From an optimization exercise on the open Yosys and OpenROAD flow, aimed at small area, a short achievable clock period and few clock cycles; shortcuts taken in it are not production practice.
Where RTL was checked, it was by simulation tests only, not by an equivalence proof against the original.
Function not checked in run 1: the RTL went through the layout flow alone.
Power and IR drop assume default switching activity.

## flow/design.v (module list and top-level ports; edited modules follow where they fit)
// module shwm_ctrl: 144 lines
// module shwm_datapath: 132 lines
// module shwm_tree: 4880 lines
// module sequence_hamming_window_matcher_top: 66 lines
module sequence_hamming_window_matcher_top (
    input  logic                              i_clk,
    input  logic                              i_rst_n,
    input  logic                              i_in_valid,
    output logic                              o_in_stall,
    input  shwm_pkg::t_in_beat                i_in,
    output logic                              o_out_valid,
    input  logic                              i_out_stall,
    output shwm_pkg::t_out_beat               o_out,
    input  logic                              i_cfg_we,
    input  logic [shwm_pkg::CFG_IDX_W-1:0]    i_cfg_idx,
    input  logic [shwm_pkg::CFG_DATA_W-1:0]   i_cfg_wdata
);
  // ...
==> flow/run.sh <==
#!/bin/bash
# synth_recipe.tcl (not shown) runs the flow's synth.tcl, then flattens the netlist and writes it again
# the make line also repeats each setting of config.mk as NAME=value (left out here)
make -C /OpenROAD-flow-scripts/flow DESIGN_CONFIG=/design/flow/config.mk WORK_HOME=/design/flow/orfs CLKGATE_MAP_FILE= SYNTH_SCRIPT=/design/flow/synth_recipe.tcl finish
==> flow/config.mk <==
export PLATFORM = sky130hd
export DESIGN_NAME = sequence_hamming_window_matcher_top
export DESIGN_NICKNAME = sequence_hamming_window_matcher_top
export VERILOG_FILES = /design/flow/design.v
export SDC_FILE = /design/flow/constraint.sdc
export NUM_CORES = 4
export LEC_CHECK = 0
export ABC_CLOCK_PERIOD_IN_PS = 3000
export CAP_MARGIN = 20
export CELL_PAD_IN_SITES_DETAIL_PLACEMENT = 1
export CELL_PAD_IN_SITES_GLOBAL_PLACEMENT = 2
export CORE_MARGIN = 2
export CORE_UTILIZATION = 45
export PLACE_DENSITY = 0.55
export SETUP_SLACK_MARGIN = 5
export SLEW_MARGIN = 20
==> flow/constraint.sdc <==
create_clock -name core_clock -period 10.0 [get_ports {i_clk}]
set_input_delay 2.0000 -clock core_clock [delete_from_list [all_inputs] [get_ports {i_clk}]]
set_output_delay 2.0000 -clock core_clock [all_outputs]
set_load 0.01 [all_outputs]
==> summary.txt, run 1 <==
- The run finished with no timing, DRC or antenna violations.
- The floorplan step set the die height to between 700 and 800 um.
- Gates resized during post-CTS repair numbered 0.
- During synthesis, Yosys emitted a total of 8 warnings.
- Measured against its own limit, the worst slew margin works out to 9.01%.
- The worst reg-to-reg path cell count is 6.
- Power attributed to sequential cells is between 30 and 40 mW.
- The library cell used most frequently in the layout, excluding fill and tap cells, is edfxtp_1.
- The first-pass GRT wire length is 1,810,000 um.
- Once layout is done, the placed cells without fillers occupy 0.320 mm^2.
- Of the cells placed in the final design, the portion with a size suffix greater than 1 is 13.9%.
- The non-clock inverters instantiated in the layout total 932.
- The synthesized design devotes to its leading area cell type ~67% of total area.
- In this run, the number of DRC markers left after iteration 0 of detailed routing was 39,800.
- The cts-stage hold buffer count is 0.
- Counting flops with a built-in enable in the synthesized netlist gives 6,308.
- After global routing, the most crowded layer is met2.
- The tree is rooted in a clkbuf_16.
- The total standard cell area after synthesis is 0.283 mm^2.
- CTS saw 6,705 sinks.
- The kind of cell with the highest combined delay on the critical path is simple AND/OR/NAND/NOR gates.
- Summed over all cells, the static leakage comes to about 110 nW.
- The via count normalized by instance count is 6.74.
- The worst setup path is captured at a flop.
- The cell class ranked first by area is flip-flops and latches.
- The shortest period the worst path allows is 4.88 ns.
- The plain and repair buffers instantiated in the layout total 750.
- The final cycle utilization of the critical path is between 40% and 50%.
- The final-layout fill cell count is 58,900.
- Overall power consumption after layout is estimated at 71.9 mW.
- The number of antenna diodes in the final layout is ~130.
==> module shwm_ctrl, before the edit <==
module shwm_ctrl #(
    parameter int RQ_DEPTH = 5      
) (
    input  logic                              i_clk,
    input  logic                              i_rst_n,
    input  logic                              i_in_valid,
    output logic                              o_in_stall,
    input  shwm_pkg::t_in_beat                i_in,
    input  logic                              i_cfg_we,
    input  logic [shwm_pkg::CFG_IDX_W-1:0]    i_cfg_idx,
    input  logic [shwm_pkg::CFG_DATA_W-1:0]   i_cfg_wdata,
    input  logic                              i_pop,
    output shwm_pkg::t_in_beat                o_beat,
    output logic                              o_load,
    output logic                              o_push,
    output logic                              o_start,
    output logic                              o_issue,
    output logic                              o_issue_last,
    output logic [15:0]                       o_win_sel,
    output logic [15:0]                       o_en,
    output logic [THR_W-1:0]                  o_thr
);
    logic [4:0]          r_len;       
    logic [6:0]          r_mlen;      
    logic [THR_W-1:0]    r_thr;
    logic                r_ib_full;
    shwm_pkg::t_in_beat  r_ib;
    logic [4:0]          r_fill;
    logic                r_act;
    logic [5:0]          r_rem;       
    logic [15:0]         r_en;
    logic [THR_W-1:0]    r_bthr;
    logic [2:0]          r_used;      
    logic                r_room;      
    logic                r_at_last;   
    logic                r_stall;     
    logic                act_n;
    logic [5:0]          rem_n;
    logic [2:0]          used_n;
    logic                ib_full_n;
    logic                room;
    logic                at_last;
    logic                free;
    logic                consume;
    logic                c_test;
    logic                c_clear;
    logic [4:0]          fill_n;
    logic                produce;
    logic                cfg_ok;
    logic [4:0]          wlen_n;
    logic [6:0]          mlen_n;
    assign room       = r_room;
    assign at_last    = r_at_last;
    assign o_issue    = r_act && room;
    assign free       = !r_act || (at_last && room);
    assign consume    = r_ib_full && !r_stall;
    assign o_in_stall = r_stall;
    assign o_load  = consume && (r_ib.action == ACT_LOAD);
    assign c_test  = consume && (r_ib.action == ACT_TEST);
    assign c_clear = consume && (r_ib.action == ACT_CLEAR);
    assign fill_n  = (r_fill >= r_len) ? r_len : r_fill + 5'd1;
    assign produce = c_test && (fill_n == r_len) && ({2'b00, r_len} <= r_mlen);
    assign o_beat       = r_ib;
    assign o_push       = c_test;
    assign o_start      = c_test;
    assign o_issue_last = at_last;
    assign o_en         = r_en;
    assign o_thr        = r_bthr;
    always_comb begin
        for (int k = 0; k < 16; k++) begin
            o_win_sel[k] = (r_len == 5'(k + 1));
        end
    end
    assign cfg_ok = i_cfg_we && !i_in_valid && !o_in_stall;
    assign wlen_n = (i_cfg_wdata[4:0] == '0) ? 5'd1 :
                    (i_cfg_wdata[4:0] > 5'd16) ? 5'd16 : i_cfg_wdata[4:0];
    assign mlen_n = (i_cfg_wdata[6:0] == '0) ? 7'd1 :
                    (i_cfg_wdata[6:0] > 7'd64) ? 7'd64 : i_cfg_wdata[6:0];
    always_comb begin
        act_n = r_act;
        rem_n = r_rem;
        if (produce) begin
            act_n = 1'b1;
            rem_n = 6'(r_mlen - {2'b00, r_len});
        end else if (o_issue) begin
            rem_n = r_rem - 6'd1;
            if (at_last) begin
                act_n = 1'b0;
            end
        end
        used_n    = r_used + 3'(o_issue) - 3'(i_pop);
        ib_full_n = r_stall || i_in_valid;
    end
    always_ff @(posedge i_clk) begin
        if (!o_in_stall) begin
            r_ib <= i_in;
        end
        if (produce) begin
            r_en   <= 16'((17'd1 << r_len) - 17'd1);
            r_bthr <= r_thr;
        end
        r_rem     <= rem_n;
        r_at_last <= (rem_n == '0);
    end
    always_ff @(posedge i_clk) begin
        if (!i_rst_n) begin
            r_len     <= WLEN_RESET;
            r_mlen    <= MLEN_RESET;
            r_thr     <= THR_RESET;
            r_ib_full <= 1'b0;
            r_fill    <= '0;
            r_act     <= 1'b0;
            r_used    <= '0;
            r_room    <= 1'b1;
            r_stall   <= 1'b0;
        end else begin
            r_ib_full <= ib_full_n;
            r_act     <= act_n;
            r_used    <= used_n;
            r_room    <= (used_n < 3'(RQ_DEPTH));
            r_stall   <= ib_full_n && !(!act_n || ((rem_n == '0) && (used_n < 3'(RQ_DEPTH))));
            if (c_test) begin
                r_fill <= fill_n;
            end else if (c_clear) begin
                r_fill <= '0;
            end
            if (cfg_ok) begin
                unique case (i_cfg_idx)
                    CFG_WINDOW_LENGTH: begin
                        r_len  <= wlen_n;
                        r_fill <= '0;
                    end
                    CFG_MAP_LENGTH: begin
                        r_mlen <= mlen_n;
                    end
                    CFG_MATCH_THRESHOLD: begin
                        r_thr <= i_cfg_wdata;
                    end
                    default: ;
                endcase
            end
        end
    end
endmodule
==> run 2, diff against run 1 <==
--- a/flow/design.v
+++ b/flow/design.v
@@ -67,13 +67,6 @@
     logic [15:0]         r_en;
     logic [THR_W-1:0]    r_bthr;
     logic [2:0]          r_used;      
-    logic                r_room;      
-    logic                r_at_last;   
-    logic                r_stall;     
-    logic                act_n;
-    logic [5:0]          rem_n;
-    logic [2:0]          used_n;
-    logic                ib_full_n;
     logic                room;
     logic                at_last;
     logic                free;
@@ -85,12 +78,12 @@
     logic                cfg_ok;
     logic [4:0]          wlen_n;
     logic [6:0]          mlen_n;
-    assign room       = r_room;
-    assign at_last    = r_at_last;
+    assign room       = (r_used < 3'(RQ_DEPTH));
+    assign at_last    = (r_rem == '0);
     assign o_issue    = r_act && room;
     assign free       = !r_act || (at_last && room);
-    assign consume    = r_ib_full && !r_stall;
-    assign o_in_stall = r_stall;
+    assign consume    = r_ib_full && free;
+    assign o_in_stall = r_ib_full && !free;
     assign o_load  = consume && (r_ib.action == ACT_LOAD);
     assign c_test  = consume && (r_ib.action == ACT_TEST);
     assign c_clear = consume && (r_ib.action == ACT_CLEAR);
@@ -98,7 +91,7 @@
     assign produce = c_test && (fill_n == r_len) && ({2'b00, r_len} <= r_mlen);
     assign o_beat       = r_ib;
     assign o_push       = c_test;
-    assign o_start      = c_test;
+    assign o_start      = produce;
     assign o_issue_last = at_last;
     assign o_en         = r_en;
     assign o_thr        = r_bthr;
@@ -112,21 +105,6 @@
                     (i_cfg_wdata[4:0] > 5'd16) ? 5'd16 : i_cfg_wdata[4:0];
     assign mlen_n = (i_cfg_wdata[6:0] == '0) ? 7'd1 :
                     (i_cfg_wdata[6:0] > 7'd64) ? 7'd64 : i_cfg_wdata[6:0];
-    always_comb begin
-        act_n = r_act;
-        rem_n = r_rem;
-        if (produce) begin
-            act_n = 1'b1;
-            rem_n = 6'(r_mlen - {2'b00, r_len});
-        end else if (o_issue) begin
-            rem_n = r_rem - 6'd1;
-            if (at_last) begin
-                act_n = 1'b0;
-            end
-        end
-        used_n    = r_used + 3'(o_issue) - 3'(i_pop);
-        ib_full_n = r_stall || i_in_valid;
-    end
     always_ff @(posedge i_clk) begin
         if (!o_in_stall) begin
             r_ib <= i_in;
@@ -135,8 +113,11 @@
             r_en   <= 16'((17'd1 << r_len) - 17'd1);
             r_bthr <= r_thr;
         end
-        r_rem     <= rem_n;
-        r_at_last <= (rem_n == '0);
+        if (produce) begin
+            r_rem <= 6'(r_mlen - {2'b00, r_len});
+        end else if (o_issue) begin
+            r_rem <= r_rem - 6'd1;
+        end
     end
     always_ff @(posedge i_clk) begin
         if (!i_rst_n) begin
@@ -147,19 +128,21 @@
             r_fill    <= '0;
             r_act     <= 1'b0;
             r_used    <= '0;
-            r_room    <= 1'b1;
-            r_stall   <= 1'b0;
         end else begin
-            r_ib_full <= ib_full_n;
-            r_act     <= act_n;
-            r_used    <= used_n;
-            r_room    <= (used_n < 3'(RQ_DEPTH));
-            r_stall   <= ib_full_n && !(!act_n || ((rem_n == '0) && (used_n < 3'(RQ_DEPTH))));
+            if (!o_in_stall) begin
+                r_ib_full <= i_in_valid;
+            end
             if (c_test) begin
                 r_fill <= fill_n;
             end else if (c_clear) begin
                 r_fill <= '0;
             end
+            if (produce) begin
+                r_act <= 1'b1;
+            end else if (o_issue && at_last) begin
+                r_act <= 1'b0;
+            end
+            r_used <= r_used + 3'(o_issue) - 3'(i_pop);
             if (cfg_ok) begin
                 unique case (i_cfg_idx)
                     CFG_WINDOW_LENGTH: begin
--- a/flow/config.mk
+++ b/flow/config.mk
@@ -10,7 +10,6 @@
 export CELL_PAD_IN_SITES_DETAIL_PLACEMENT = 1
 export CELL_PAD_IN_SITES_GLOBAL_PLACEMENT = 2
 export CORE_MARGIN = 2
-export CORE_UTILIZATION = 45
-export PLACE_DENSITY = 0.55
-export SETUP_SLACK_MARGIN = 5
+export CORE_UTILIZATION = 30
+export PLACE_DENSITY = 0.45
 export SLEW_MARGIN = 20
==> run 2 against run 1 <==
Worst hold slack hardly changed. Sequential share of layout area down 1.5 points. Clock power up 7%.
==> summary.txt, run 2 <==
- The via count normalized by instance count is 5.73 (-15%).
- For this block, the routed nets add up to roughly 1,600,000 um of wire.
- The count of mapped cells out of synthesis is 15,900.
- The tightest min-delay check is of the reg -> reg type.
- The delay of the slowest cell on the worst path is 0.60 ns.
- The register with the most flip-flops in the layout has between 4,000 and 5,000 of them.
- The number of setup buffers added after CTS is 0.
- Final hold analysis gives a worst-case slack of 0.326 ns.
- Dividing the detail-routed wire length by the instance count gives between 50 and 60 um.
- Synthesis inferred around 6,700 register bits.
- In this run the remaining antenna-violating nets after routing total 0.
- The floorplan has 356 rows.
- The floorplan die height is 975 um (+22%).
- By area the synthesized netlist is led by edfxtp_1, fa_1, mux2_2.
- The sequential cells in the finished layout cover a total of approximately 0.20 mm^2.
- The TritonCTS clock tree is done.
- The fraction of final layout cells sized beyond drive strength 1 is 20.2% (+6.3 points).
- The register-to-register setup slack is 4.75 ns.
- The first-pass GRT wire length is 1,950,000 um (+7.5%).
- In the routed design, unresolved DRC markers number 0.
- The number of antenna violations at the first check in global routing came to around 250.
- The analysis attributes to net switching a power of 20.1 mW.
- The post-CTS resize count is 0 (unchanged).
- Synthesis produced a netlist with a net count of 17,100.
- The leading register cell type out of synthesis is edfxtp_1.
- Before antenna repair, the detailed router went through 6 iterations.
- The number of maximum-capacitance violations is 0.
- Synthesis instantiated 62 different standard cells from the library.
- The core region area is 0.940 mm^2.
- The count of clock tree sinks is 6,702 (-0.045%).
- The total length of routed met2 wires is 686,000 um.
- The multi-input combinational cells in the finished layout cover a total of 0.0793 mm^2.
- The capturing element type of the critical path is an output pin.
- The required time reported for the critical path endpoint is 8.00 ns.
- The average cell area after synthesis is between 15 and 20 um^2.
- The count of synthesis-stage warnings from yosys came to 8 (unchanged).
- The width of the die is 975 um.
- In the final layout, the registers with the most flip-flops are u_datapath.r_map x4096, u_datapath.r_run x1024, u_datapath.r_win x1024.
- In this run the count of I/O pins placed on the die edge is around 110.
- The final-layout fill cell count came to 93,200 (+58%).
- The initial standard-cell utilization of the core is 30.1%.
- Entering global routing, the biggest net connects 128 pins.
- The share of flip-flops with an asynchronous set or reset after synthesis is 0%.
- Setup repair after global routing left no endpoint under its margin.
- The cell chosen for the clock root is clkbuf_16.
- The cts-stage hold buffer count is 0 (unchanged).
- STA classifies the critical path startpoint as a flop.
- The number of synthesized flops with an enable pin is 6,314 (+0.095%).
- The worst path arrival time is 3.84 ns.
- The most common cell in the synthesized netlist is edfxtp_1.
- Leaving out fill and tap cells, the most frequent cells in the layout are edfxtp_1, mux2_2, fa_1, inv_1, xnor2_1.
- The total standard cell area after synthesis is 0.283 mm^2 (+0.13%).
- The number of DRC markers in iteration 0 was 29,700 (-25%).
- Across all setup checks in the final design, the least slack found is ~4.2 ns.
- In this run switching power makes up 28.5% of total power.
- The critical-path cell with the highest stage delay is buf_4.
- The final setup TNS is 0 ns.
- The total clock buffers created by CTS is 803.
- The combinational cell fraction of total power is 14.6%.
- The amount of wire on met3 after detailed routing is 133,000 um.
- The via count of the first global-routing pass is 165,000.
- The dominant cell type by area after synthesis is edfxtp_1.
- The count of buffers added on input and output ports is 110.
- The clock network burns 40.6% of the power.
- The final-report max-slew violation count was 0.
- At the pin with the least slew margin, the transition time is 1.39 ns.
- The top routing layer in use is met5.
- The share of total power in sequential cells is 44.8%.
- Cell internal power was estimated by the tool at 50.3 mW.
- Static timing analysis puts the maximum clock frequency at 0.171 GHz.
- The final cycle utilization of the critical path is 58.4% (+9.6 points).
- The clock latency reported for the late side of the worst-skew pair is roughly 1.1 ns.
- The fraction of synthesized cell area taken by the top area cell type came to 67.0% (about the same).
- Setup violations remaining at the end of the flow were counted as 0.
- The flow ran to the end and the layout has no timing, DRC or antenna violations.
- The number of failing hold endpoints at the final stage is 0.
- For this design the ratio of total power to cell area is 215 mW/mm^2.
- The final route contains 171,000 vias.
- The area growth from synthesis to layout is 15.9%.
- The met1 layer wirelength in the final routing is 673,000 um.
- Counting flops per register, the top entry is u_datapath.r_map.
- The clock passes through at most 5 buffers.
- After legalization and detailed placement, the total HPWL measured 1,060,000 um.
- The most frequent cell on the critical path is inv_1.
- The shortest period the worst path allows is 5.84 ns (+0.958 ns).
- For this run, the total global-route usage over all layers was measured as 31.9%.
- The H-tree level count is 6.
- The pre-CTS worst setup slack is between 4 and 5 ns.
- The placer congestion estimate is 0.908.
- For this run, the post-layout net count is 17,900.
- The most frequent standard cell in the layout excluding fill and tap cells is edfxtp_1.
- The static leakage power is 108 nW (-1.9%).
- The die covers 0.951 mm^2.
- Of the synthesized area, sequential elements account for 69.8%.
- Traced cell by cell, the critical path runs through inv_1 > ha_2 > or4b_4 > o311ai_4 > buf_4 > inv_1 > clkdlybuf4s50_1.
- Between clock sinks in the finished design, the worst skew comes to 0.0882 ns.
- In this run the worst path has a maximum fanout of 24.
- The headroom to the max-slew limit is 7.02% (-2.0 points).
- IR analysis of the VDD net gives a maximum drop of 444 uV.
- Clock-pin slew was measured on the worst setup and hold paths at 0.06 ns.
- The total global routing overflow is 0.
- By count the netlist is led by edfxtp_1, mux2_2, fa_1, inv_1, xnor2_1.
- The critical path is of the reg -> out type.
-- run 2: cell families (layout without fill, tap and decap cells) --
family          count (synthesis)  count (layout)  synth area share [%]
fa+ha+maj                    1143            1143                  7.74
flops                        6702            6702                  69.8
compound gates               2236            2236                  6.57
mux                          2027            2027                  8.29
xor+xnor                     1052            1052                  3.26
simple gates                 1018            1018                  1.95
other cells                     0             111                     0
buf+inv                      1723            3102                  2.44
-- run 2: final cells by class --
| class | instances | area share, % |
|---|---|---|
| timing repair buffer | 737 | 2.15 |
| sequential | 6702 | 60.3 |
| tap | 12500 | 4.78 |
| clock inverter | 397 | 0.922 |
| antenna | 111 | 0.0847 |
| clock buffer | 1034 | 6.50 |
| inverter | 934 | 1.07 |
| multi-input combinational | 7476 | 24.2 |
-- run 2: metrics by stage --
stage	util (%)	power [mW]	instances	instance area [um^2]
after CTS	34.8	70.6	29800	327000
after detailed placement	32.3	42.3	28400	303000
after global placement	32.2	42.3	28400	303000
after floorplan	-	36.3	15900	283000
final	34.9	70.3	29900	328000
after global routing	34.9	72.4	29900	328000
-- run 2: path summary, 6_finish.rpt --
path                                    start                           endpoint  depth (start not counted)
max                 u_ctrl.r_rem[0]$_DFFE_PP_                         o_in_stall                          7
min          u_datapath.u_tree.r2_200$_DFF_P_   u_datapath.u_tree.r3_230$_DFF_P_                          0
max reg2reg      u_ctrl.r_len[4]$_SDFFE_PN0P_  u_datapath.r_run[14][9]$_DFFE_PP_                         11
min reg2reg  u_datapath.u_tree.r2_200$_DFF_P_   u_datapath.u_tree.r3_230$_DFF_P_                          0
-- run 2: layer usage --
metal  vias up  global-route usage [%]
met3      1883                    6.27
met2     10200                    48.4
met5         -                       0
met4        34                    12.2
li1      63300                       -
met1     96000                    45.4
-- run 2: critical path: cells and delay by family, from the launching register on --
family	cells	cell delay, ns
AOI/OAI and AO/OA	1	0.22
adders and majority gates	1	0.19
buffers and inverters	4	1.39
DFF	1	0.43
and+or+nand+nor	1	0.51
-- run 2: power by group through the flow --
stage                     clock (mW)  combinational, mW  sequential, mW
after global placement             0               10.2            32.1
after global routing            29.8               11.0            31.5
after detailed placement           0               10.2            32.1
final                           28.5               10.3            31.5
after floorplan                    0               4.12            32.2
after CTS                       28.9               10.2            31.5
Testbench counts of run 2, summed over its fixed seeds: cycles 33,297.

-- re-timing with driven ports --
Ports are ideal in the flow. The routed layouts listed here were re-timed in OpenROAD.
Step 1 (the two cells are an assumption about what drives the block):
set clk [get_ports {i_clk}]
set_driving_cell -lib_cell sky130_fd_sc_hd__clkbuf_16 $clk
set_driving_cell -lib_cell sky130_fd_sc_hd__buf_2 [delete_from_list [all_inputs] $clk]
Step 2 also shifts input and output timing later by t, the mid clock arrival at the registers, as if the neighbouring blocks saw the same clock.
Three values: ideal ports, drivers, drivers and shift; two values: the first two.
run	t, ns	setup WS [ns]	worst setup path after step 2	latest minus earliest clock arrival (ns)	worst slew at a driven data input, ns
run 1	1.329	5.122 / 5.122 / 4.412	input to register	0.068 / 0.068	0.07
run 2	1.245	4.165 / 4.012 / 4.750	register to register	0.106 / 0.106	0.14
After both steps setup and hold are still met in every run listed. The setup slack of run 1, which loses most, moves by 0.000 ns with the drivers and by -0.710 ns with both steps.
